Source: an optimization exercise on an open RTL-to-GDS flow (aim: small area). Production flows keep margins and buffers that such runs may drop.
In this exercise RTL edits were held to simulation tests only and were not proved equivalent to the original.
No activity file was given, so power comes from the tool's default toggle rates.

==> design/flow/design.v <==
`timescale 1ns / 1ps
`default_nettype none
package grb_pkg;
  localparam int unsigned PAD_W  = 54;
  localparam int unsigned DATA_W = 32;
  localparam int unsigned IDX_W  = 4;
endpackage
`default_nettype wire
`timescale 1ns / 1ps
`default_nettype none
module grb_dec (
  input  wire logic        rst_n,
  input  wire logic        valid,
  input  wire logic        stall,
  input  wire logic        mode,
  input  wire logic [3:0]  idx,
  output logic      [5:0]  ld_fsel,    
  output logic             ld_pctl,    
  output logic      [1:0]  ld_pclk,    
  output logic      [1:0]  we_pclk,    
  output logic      [1:0]  we_set,     
  output logic      [1:0]  we_any,     
  output logic      [5:0]  hd_fsel,    
  output logic             hd_pctl,    
  output logic      [1:0]  hd_pclk,    
  output logic      [1:0]  nwe_any,    
  output logic      [1:0]  nwe_pclk,   
  output logic             lat_d,      
  output logic      [10:0] rsel,       
  output logic             hold,       
  output logic             err_d       
);
  logic fire, we, rd, rst;
  assign fire = valid && !stall;
  logic [15:0] sel;
  assign rst = !rst_n;
  assign we  = fire && mode;
  assign rd  = fire && !mode;
  for (genvar k = 0; k < 16; k++) begin : g_sel
    assign sel[k] = (idx == 4'(k));
  end
  logic [5:0] we_fsel;
  logic       we_pctl;
  for (genvar w = 0; w < 6; w++) begin : g_fs
    assign we_fsel[w] = we && sel[w];
  end
  assign we_pctl    = we && sel[12];
  assign we_pclk[0] = we && sel[13];
  assign we_pclk[1] = we && sel[14];
  assign ld_fsel    = we_fsel & {6{rst_n}};
  assign ld_pctl    = we_pctl && rst_n;
  assign ld_pclk    = we_pclk & {2{rst_n}};
  assign we_set[0]  = we && sel[6];
  assign we_set[1]  = we && sel[7];
  assign we_any[0]  = we && (sel[6] || sel[8]);
  assign we_any[1]  = we && (sel[7] || sel[9]);
  assign nwe_any    = ~we_any;
  assign nwe_pclk   = ~we_pclk;
  assign hd_fsel    = ~we_fsel & {6{rst_n}};
  assign hd_pctl    = !we_pctl && rst_n;
  assign hd_pclk    = ~we_pclk & {2{rst_n}};
  assign lat_d      = rst_n && !idx[3];
  for (genvar w = 0; w < 6; w++) begin : g_rs
    assign rsel[w] = rd && sel[w];
  end
  assign rsel[6]  = rd && sel[10];
  assign rsel[7]  = rd && sel[11];
  assign rsel[8]  = rd && sel[12];
  assign rsel[9]  = rd && sel[13];
  assign rsel[10] = rd && sel[14];
  assign hold  = stall;
  assign err_d = sel[15];
endmodule
module grb_hold #(
  parameter int unsigned W = 1
) (
  input  wire logic [W-1:0] q,
  input  wire logic [W-1:0] d,
  input  wire logic         ld,
  input  wire logic         hd,
  output logic      [W-1:0] y
);
  assign y = (q & {W{hd}}) | (d & {W{ld}});
endmodule
module grb_oai21 (
  input  wire logic a1, a2, b1,
  output logic      y
);
  assign y = !((a1 || a2) && b1);
endmodule
module grb_oai31 (
  input  wire logic a1, a2, a3, b1,
  output logic      y
);
  assign y = !((a1 || a2 || a3) && b1);
endmodule
module grb_aoi222 (
  input  wire logic a1, a2, b1, b2, c1, c2,
  output logic      y
);
  assign y = !((a1 && a2) || (b1 && b2) || (c1 && c2));
endmodule
module grb_aoi22 (
  input  wire logic a1, a2, b1, b2,
  output logic      y
);
  assign y = !((a1 && a2) || (b1 && b2));
endmodule
module grb_nand #(
  parameter int unsigned N = 4
) (
  input  wire logic [N-1:0] a,
  output logic              y
);
  assign y = !(&a);
endmodule
module grb_rmux (
  input  wire logic [10:0]      rsel,
  input  wire logic             hold,    
  input  wire logic [31:0]      rd_q,
  input  wire logic [5:0][29:0] fsel,
  input  wire logic [53:0]      pads,
  input  wire logic [1:0]       pctl,
  input  wire logic [53:0]      pclk,
  output logic      [31:0]      rd_n
);
  for (genvar i = 0; i < 32; i++) begin : g_bit
    localparam int unsigned NP = (i < 2) ? 12 : (i < 22) ? 11 : (i < 30) ? 9 : 3;
    localparam int unsigned NG = (NP + 2) / 3;
    logic [NP-1:0] s, d;
    logic [NG-1:0] g;
    if (i < 30) begin : g_f
      assign s[5:0] = rsel[5:0];
      assign d[5:0] = {fsel[5][i], fsel[4][i], fsel[3][i], fsel[2][i], fsel[1][i], fsel[0][i]};
      assign s[6] = rsel[6];  assign d[6] = pads[i];
      assign s[7] = rsel[9];  assign d[7] = pclk[i];
      assign s[8] = hold;     assign d[8] = rd_q[i];
      if (i < 22) begin : g_b1
        assign s[9]  = rsel[7];  assign d[9]  = pads[32 + i];
        assign s[10] = rsel[10]; assign d[10] = pclk[32 + i];
      end
      if (i < 2) begin : g_p
        assign s[11] = rsel[8];  assign d[11] = pctl[i];
      end
    end else begin : g_h
      assign s = {hold, rsel[9], rsel[6]};
      assign d = {rd_q[i], pclk[i], pads[i]};
    end
    for (genvar k = 0; k < NG; k++) begin : g_grp
      if (3 * k + 2 < NP) begin : g3
        grb_aoi222 u_aoi (.a1(s[3*k]), .a2(d[3*k]), .b1(s[3*k+1]), .b2(d[3*k+1]),
                          .c1(s[3*k+2]), .c2(d[3*k+2]), .y(g[k]));
      end else begin : g2
        grb_aoi22 u_aoi (.a1(s[3*k]), .a2(d[3*k]), .b1(s[3*k+1]), .b2(d[3*k+1]),
                         .y(g[k]));
      end
    end
    grb_nand #(.N(NG)) u_or (.a(g), .y(rd_n[i]));
  end
endmodule
module grb_regfile (
  input  wire logic         clk,
  input  wire logic         rst_n,
  input  wire logic         valid,     
  input  wire logic         stall,     
  input  wire logic         mode,
  input  wire logic [3:0]   idx,
  input  wire logic [31:0]  wd,
  input  wire logic [53:0]  pads,
  output logic      [31:0]  rd_r,
  output logic              err_r,
  output logic      [53:0]  pad_drive,
  output logic      [53:0]  pad_drive_enable,
  output logic      [53:0]  pad_pull_up,
  output logic      [53:0]  pad_pull_down
);
  logic [5:0][29:0] fsel_r;
  logic [53:0]      latch_r;
  logic [53:0]      pclk_r;
  logic [1:0]       pctl_r;
  logic [53:0]      up_r;
  logic [53:0]      dn_r;
  logic [5:0]  ld_fsel;
  logic        ld_pctl;
  logic [1:0]  ld_pclk, we_pclk, we_set, we_any;
  logic [5:0]  hd_fsel;
  logic        hd_pctl;
  logic [1:0]  hd_pclk, nwe_any, nwe_pclk;
  logic [31:0] nwd;
  logic        lat_d;
  logic [10:0] rsel;
  logic        hold;
  logic        err_d;
  logic [31:0] rd_n;
  grb_dec u_dec (
    .rst_n (rst_n), .valid (valid), .stall (stall), .mode (mode), .idx (idx),
    .ld_fsel (ld_fsel), .ld_pctl (ld_pctl), .ld_pclk (ld_pclk),
    .we_pclk (we_pclk), .we_set (we_set), .we_any (we_any), .lat_d (lat_d),
    .hd_fsel (hd_fsel), .hd_pctl (hd_pctl), .hd_pclk (hd_pclk), .nwe_any (nwe_any),
    .nwe_pclk (nwe_pclk),
    .rsel (rsel), .hold (hold), .err_d (err_d)
  );
  assign nwd  = ~wd;
  for (genvar w = 0; w < 6; w++) begin : g_fsel
    logic [29:0] nx;
    grb_hold #(.W(30)) u_hold (.q(fsel_r[w]), .d(wd[29:0]), .ld(ld_fsel[w]), .hd(hd_fsel[w]), .y(nx));
    always_ff @(posedge clk) fsel_r[w] <= nx;
  end
  for (genvar p = 0; p < 54; p++) begin : g_latch
    logic ld;
    grb_oai21 u_ld (.a1(nwd[p % 32]), .a2(nwe_any[p / 32]), .b1(rst_n), .y(ld));
    always_ff @(posedge clk) if (ld) latch_r[p] <= lat_d;
  end
  logic [1:0] pctl_nx;
  grb_hold #(.W(2)) u_pctl (.q(pctl_r), .d(wd[1:0]), .ld(ld_pctl), .hd(hd_pctl), .y(pctl_nx));
  always_ff @(posedge clk) pctl_r <= pctl_nx;
  logic [53:0] pclk_nx;
  grb_hold #(.W(32)) u_pclk0 (.q(pclk_r[31:0]), .d(wd), .ld(ld_pclk[0]), .hd(hd_pclk[0]),
                             .y(pclk_nx[31:0]));
  grb_hold #(.W(22)) u_pclk1 (.q(pclk_r[53:32]), .d(wd[21:0]), .ld(ld_pclk[1]), .hd(hd_pclk[1]),
                             .y(pclk_nx[53:32]));
  logic up_d, dn_d;
  assign up_d = rst_n && pctl_r == 2'd2;
  assign dn_d = rst_n && pctl_r == 2'd1;
  for (genvar p = 0; p < 54; p++) begin : g_pin
    logic lds;
    grb_oai31 u_lds (.a1(pclk_r[p]), .a2(nwd[p % 32]), .a3(nwe_pclk[p / 32]), .b1(rst_n),
                     .y(lds));
    always_ff @(posedge clk) pclk_r[p] <= pclk_nx[p];
    always_ff @(posedge clk) if (lds) begin
      up_r[p] <= up_d;
      dn_r[p] <= dn_d;
    end
  end
  grb_rmux u_rmux (
    .rsel (rsel), .hold (hold), .rd_q (rd_r), .fsel (fsel_r), .pads (pads),
    .pctl (pctl_r), .pclk (pclk_r), .rd_n (rd_n)
  );
  always_ff @(posedge clk) begin
    rd_r  <= rd_n;
    err_r <= hold ? err_r : err_d;
  end
  for (genvar p = 0; p < 54; p++) begin : g_en
    assign pad_drive_enable[p] = fsel_r[p / 10][(p % 10) * 3 +: 3] == 3'd1;
  end
  assign pad_drive     = latch_r;
  assign pad_pull_up   = up_r;
  assign pad_pull_down = dn_r;
endmodule
`default_nettype wire
`timescale 1ns / 1ps
`default_nettype none
module gpio_register_block_top (
  input  wire logic         clk,
  input  wire logic         rst_n,
  input  wire logic         in_valid,
  output logic              in_stall,
  input  wire logic         in_mode,
  input  wire logic [3:0]   in_reg_index,
  input  wire logic [31:0]  in_write_data,
  input  wire logic [53:0]  in_pad_levels,
  output logic              out_valid,
  input  wire logic         out_stall,
  output logic      [31:0]  out_read_data,
  output logic              out_access_error,
  output logic      [53:0]  out_pad_drive,
  output logic      [53:0]  out_pad_drive_enable,
  output logic      [53:0]  out_pad_pull_up,
  output logic      [53:0]  out_pad_pull_down
);
  logic valid_r;
  logic fire;
  assign in_stall = valid_r && out_stall;
  assign fire     = in_valid && !in_stall;
  always_ff @(posedge clk) begin
    if (!rst_n) valid_r <= 1'b0;
    else        valid_r <= fire || in_stall;
  end
  grb_regfile u_regfile (
    .clk              (clk),
    .rst_n            (rst_n),
    .valid            (in_valid),
    .stall            (in_stall),
    .mode             (in_mode),
    .idx              (in_reg_index),
    .wd               (in_write_data),
    .pads             (in_pad_levels),
    .rd_r             (out_read_data),
    .err_r            (out_access_error),
    .pad_drive        (out_pad_drive),
    .pad_drive_enable (out_pad_drive_enable),
    .pad_pull_up      (out_pad_pull_up),
    .pad_pull_down    (out_pad_pull_down)
  );
  assign out_valid = valid_r;
endmodule
`default_nettype wire
==> design/flow/config.mk <==
export PLATFORM = sky130hd
export DESIGN_NAME = gpio_register_block_top
export DESIGN_NICKNAME = gpio_register_block_top
export VERILOG_FILES = /design/flow/design.v
export SDC_FILE = /design/flow/constraint.sdc
export NUM_CORES = 4
export LEC_CHECK = 0
export CAP_MARGIN = 5
export CORE_MARGIN = 2
export CORE_UTILIZATION = 60
export SLEW_MARGIN = 5
export SYNTH_HIERARCHICAL = 1
export SYNTH_MINIMUM_KEEP_SIZE = 0
==> design/flow/flow/run.sh <==
#!/bin/bash
# Standard ORFS layout with three changes: ports are buffered with the
# smallest buffer; before repair_design, lightly loaded gates are set to their
# smallest drive strength and large buffers become buf_2 (flow/downsize.tcl); and the clock tree uses
# clkbuf_8 leaf clusters without dummy loads.
# The make output goes to flow_make.log; each ORFS step keeps its own log
# under orfs/logs/.
set -euo pipefail
export BUFFER_PORTS_ARGS="-buffer_cell sky130_fd_sc_hd__buf_1"
export PRE_RESIZE_TCL="$PWD/flow/downsize.tcl"
export CTS_ARGS="-sink_clustering_enable -repair_clock_nets -buf_list sky130_fd_sc_hd__clkbuf_8 -sink_clustering_size 16 -sink_clustering_max_diameter 70 -dont_use_dummy_load"
bash standard.sh > flow_make.log 2>&1
==> design/flow/flow/downsize.tcl <==
# Before repair_design: cells that drive few loads get the smallest drive
# strength of their function (synthesis sizes them without knowing their
# loads); repair_design and the later timing repair fix any slew, load or
# timing need this leaves.
set best {}
foreach lc [get_lib_cells sky130_fd_sc_hd__*] {
  set n [get_name $lc]
  if {![regexp {^(sky130_fd_sc_hd__[a-z0-9]+)_(\d+)$} $n -> base drv]} continue
  if {[string match *lpflow* $n] || [string match *probe* $n]} continue
  if {[get_property $lc is_buffer] || [get_property $lc is_inverter]} continue
  set a [get_property $lc area]
  if {![dict exists $best $base] || $a < [lindex [dict get $best $base] 1]} {
    dict set best $base [list $n $a]
  }
}
set cnt 0
foreach inst [get_cells *] {
  set m [get_property $inst ref_name]
  if {[string match *df* $m] || [string match *buf* $m] || [string match *tap* $m] ||
      [string match *clk* $m] || [string match *inv* $m] || [string match *dly* $m]} {
    continue
  }
  if {![regexp {^(sky130_fd_sc_hd__[a-z0-9]+)_(\d+)$} $m -> base drv]} { continue }
  if {![dict exists $best $base]} { continue }
  set fo 0
  foreach p [get_pins -of_objects $inst -filter "direction == output"] {
    set fo [expr {$fo + [llength [get_pins -of_objects [get_nets -of_objects $p] -filter "direction == input"]]}]
  }
  if {$fo > 8} { continue }
  set tgt [lindex [dict get $best $base] 0]
  if {$tgt ne $m} {
    replace_cell $inst $tgt
    incr cnt
  }
}
puts "downsize.tcl: resized $cnt cells"
estimate_parasitics -placement

# Buffers that synthesis or timing-driven placement sized up go back to
# buf_2; repair_design below adds or sizes buffers where a load needs more.
set nbuf 0
foreach inst [get_cells *] {
  set m [get_property $inst ref_name]
  if {[regexp {^sky130_fd_sc_hd__buf_(\d+)$} $m -> d] && $d > 2} {
    replace_cell $inst sky130_fd_sc_hd__buf_2
    incr nbuf
  }
}
puts "downsize.tcl: resized $nbuf buffers"
estimate_parasitics -placement
==> design/flow/standard.sh <==
#!/bin/bash
# synth_recipe.tcl (not shown) runs the flow's synth.tcl, then flattens the netlist and writes it again
# the make line also repeats each setting of config.mk as NAME=value (left out here)
make -C /OpenROAD-flow-scripts/flow DESIGN_CONFIG=/design/flow/config.mk WORK_HOME=/design/flow/orfs CLKGATE_MAP_FILE= SYNTH_SCRIPT=/design/flow/synth_recipe.tcl "${@:-finish}"
==> design/flow/constraint.sdc <==
create_clock -name core_clock -period 5.0 [get_ports {clk}]
set_input_delay 1.0000 -clock core_clock [delete_from_list [all_inputs] [get_ports {clk}]]
set_output_delay 1.0000 -clock core_clock [all_outputs]
set_load 0.01 [all_outputs]
==> summary.md <==
| Metric | Value |
|---|---|
| Status | finished clean |
| Slew @ Worst Pin | 1.16 ns |
| Die footprint | around 29000 um2 |
| Hold_buf cts | 0 |
| Resized cells post-CTS | 0 |
| Num ports | about 350 |
| First-pass GRT wire length | 70.9 mm |
| Clock sinks | between 400 and 500 |
| Worst R2R Start | valid_r |
| # nets final | 1580 |
| CP cell instances | buf_1 > and2_4 > or3b_1 > nor3_4 > buf_2 > a222oi_1 > nand4_1 |
| Setup crit end kind | register |
| Cell Rows | 60 |
| H-tree lvl count | 1 |
| Max-Cap Viols | 0 |
| Switching portion of total power | a little under a quarter |
| Area grow syn2layout | 8.05% |
| Core ar. | 26800 um2 |
| Yosys warnings | 8 |
| Int Pwr | 4.36 mW |
| Crit path arrival time | 3.69 ns |
| Grt ovf | 0 |
| CTS root buf | clkbuf_8 |
| LEAKAGE | slightly above 6 nW |
| GRT Util Overall | 32.6% |
| Power Density | approximately 320 nW/um2 |
| Comb power frac | between 6 and 7% |
| Die span in x | 169 um |
| Hold path startpoint | u_regfile.fsel_r[162] |
| FILL cells | 2104 |
| Die Y | between 150 and 200 um |
| Post-Route WL | between 40 and 50 mm |
| Postcts setup bufs | 0 |
| Fin crit share | 62.4% |
| Worst hold path type | reg -> reg |
| Wire per inst | around 27 um |
| Cell area after synthesis | approximately 16000 um2 |
| Share of layout cells above drive strength 1 | ~6.2% |
| Clock-pin slew on the worst setup and hold paths | approximately 0.1 ns |
| Initial DRC Count | 2124 |
| DR vias | ~12000 |
| Clock power share | 27.6% |
| Required time of the critical path | roughly 5.6 ns |
| Slowest Stage Delay on Critical Path | between 0.9 and 1 ns |
| Clock Tree Buf Depth | 3 |
| Hold depth | 1 |
| Cells on worst reg2reg path | 6 |
| Unrepaired setup endpoints after global routing | false |
| Syn Nets | between 1000 and 1500 |
| Crit Path Class | in -> reg |
| Initial Util | around three fifths |
| Port buffer count | about 350 |
| Synth Instances | 1123 |
| Placer Congestion | 0.892 |
| Worst Hold Path EP | u_regfile.fsel_r[162] |
| DRT Pass-1 Iters | 8 |
| DP Wirelength | between 30 and 40 mm |
| CP max-delay cell | nor3_4 |
| Slew HR | 22.8% |
| Syn Area/Cell | approximately 15 um2 |
| R2r endpoint | u_regfile.rd_r[21] |
| Number of global-route vias before repair | ~11000 |
| Critical Path Start Type | input pin |
| Final setup viols | 0 |
| Fmax | ~320 MHz |
| Sw Pwr | about 1.4 mW |
| Initial antenna violation count | 3 |
| Pins over their slew limit | 0 |
| Flop pwr share | 65.8% |
| Post-Route Utilization | about 66% |
| TritonCTS Buffers | 30 |
| Setup TNS | 0 ns |
| Crit-path max FO | 38 |
| Largest net degree at the start of global routing | 84 |
| Final Hold Viols | 0 |
| Final antenna-violating net count | 0 |
| Clock latency on the worst-skew pair | around 0.63 ns |
| Worst Skew | between 0.03 and 0.04 ns |
| Drt drc | 0 |
| VDD IR max | between 0.3 and 0.4 mV |
| CTS tree | built |
| Drt via density | roughly 6.8 |
| Reg2Reg Setup Slack | approximately 2.0 ns |
| Minimum clock period | between 3 and 4 ns |
-- critical path: cells and delay by family --
kind,cells,cell delay [ns]
buffers and inverters,2,0.48
and+or+nand+nor,4,2.03
AOI/OAI and AO/OA,1,0.16
-- cells in the final DEF (no fill, tap or decap), types with 7 or more instances in the layout --
master    count
nor3b_1      54
clkbuf_8     30
o21ai_0      54
buf_2        42
a22o_1      236
a222oi_1     94
dfxtp_1     269
o31a_1        8
buf_1       344
nand3_1       8
inv_1        36
nor3_2        7
nand4_1      22
o31ai_1      54
nor3_1       11
edfxtp_1    163
a22oi_1      20
-- stage by stage --
stage	instances	hold slack (ns)	setup WS (ns)	instance area [um2]	total power, mW
after floorplan	1123	0.455	0.742	16300	4.05
after global placement	1794	0.467	1.49	18000	4.24
after detailed placement	1794	0.470	1.37	17200	4.22
after CTS	1824	0.496	2.03	17600	5.73
after global routing	1827	0.509	1.83	17600	5.89
final	1828	0.496	1.88	17600	5.73
-- power by group through the flow --
| stage | Clock [mW] | Combinational [mW] | Sequential (mW) |
|---|---|---|---|
| finish | 1.58 | 0.373 | 3.77 |
| global route | 1.71 | 0.398 | 3.78 |
| CTS | 1.59 | 0.368 | 3.77 |
| detailed placement | 0 | 0.367 | 3.85 |
| global placement | 0 | 0.393 | 3.85 |
| floorplan | 0 | 0.164 | 3.89 |
-- sequential cells by signal, summed over array words and instances (netlist names) --
name,flops
u_regfile.up_r,54
u_regfile.fsel_r,180
u_regfile.dn_r,54
u_regfile.latch_r,54
valid_r,1
u_regfile.pclk_r,54
u_regfile.rd_r,32
u_regfile.err_r,1
u_regfile.pctl_r,2
-- routing by layer --
metal	share of wire (%)	routed length, um	track usage, %	vias to the layer above
li1	-	-	-	5412
met1	42	20500	48.4	6126
met2	45	22200	49.9	792
met3	11	5380	6.10	58
met4	2.0	958	7.72	0
met5	0	0	0	-
-- how the worst max path moves through the flow --
stage | startpoint | endpoint | slack [ns] | cells after the start
after global routing | out_stall | u_regfile.rd_r[21] | 1.83 | 7
after CTS | out_stall | u_regfile.rd_r[25] | 2.03 | 7
after global placement | out_stall | u_regfile.rd_r[21] | 1.49 | 7
final | out_stall | u_regfile.rd_r[21] | 1.88 | 7
after detailed placement | out_stall | u_regfile.rd_r[25] | 1.37 | 7
after floorplan | out_stall | u_regfile.rd_r[0] | 0.74 | 5
-- area by class of cell --
cell class                 instances  area, um2  share of cell area [%]
sequential                       432      10300                    58.3
multi-input combinational        597       4860                    27.5
timing repair buffer             388       1520                    8.60
tap                              341        427                    2.42
clock buffer                      30        413                    2.34
inverter                          36        135                   0.766
antenna                            4       10.0                  0.0567

what the ideal ports hide:
The results above use ideal ports. As a check the final layout listed here was re-extracted and re-timed, cells and wires unchanged. Step 1: set_driving_cell puts a clkbuf_16 on clk and a buf_2 on each other input, an assumption about the parent block. Step 2, shift: input delay + t, output delay - t, t = (earliest + latest rising clock arrival at the registers) / 2. This alone moves slack from input paths to output paths. a / b / c = ideal / step 1 / step 2; a / b = the first two.
shift t [ns]: 0.659
setup slack, ns: 1.880 / 1.907 / 1.247
hold slack, ns: 0.496 / 0.496 / 0.496
worst register clock-pin slew, ns: 0.11 / 0.11
cell pins on the clock port's net: 1
After both steps this run still meets setup and hold. The setup slack of this run moves by +0.027 ns with the drivers and by -0.633 ns with both steps.
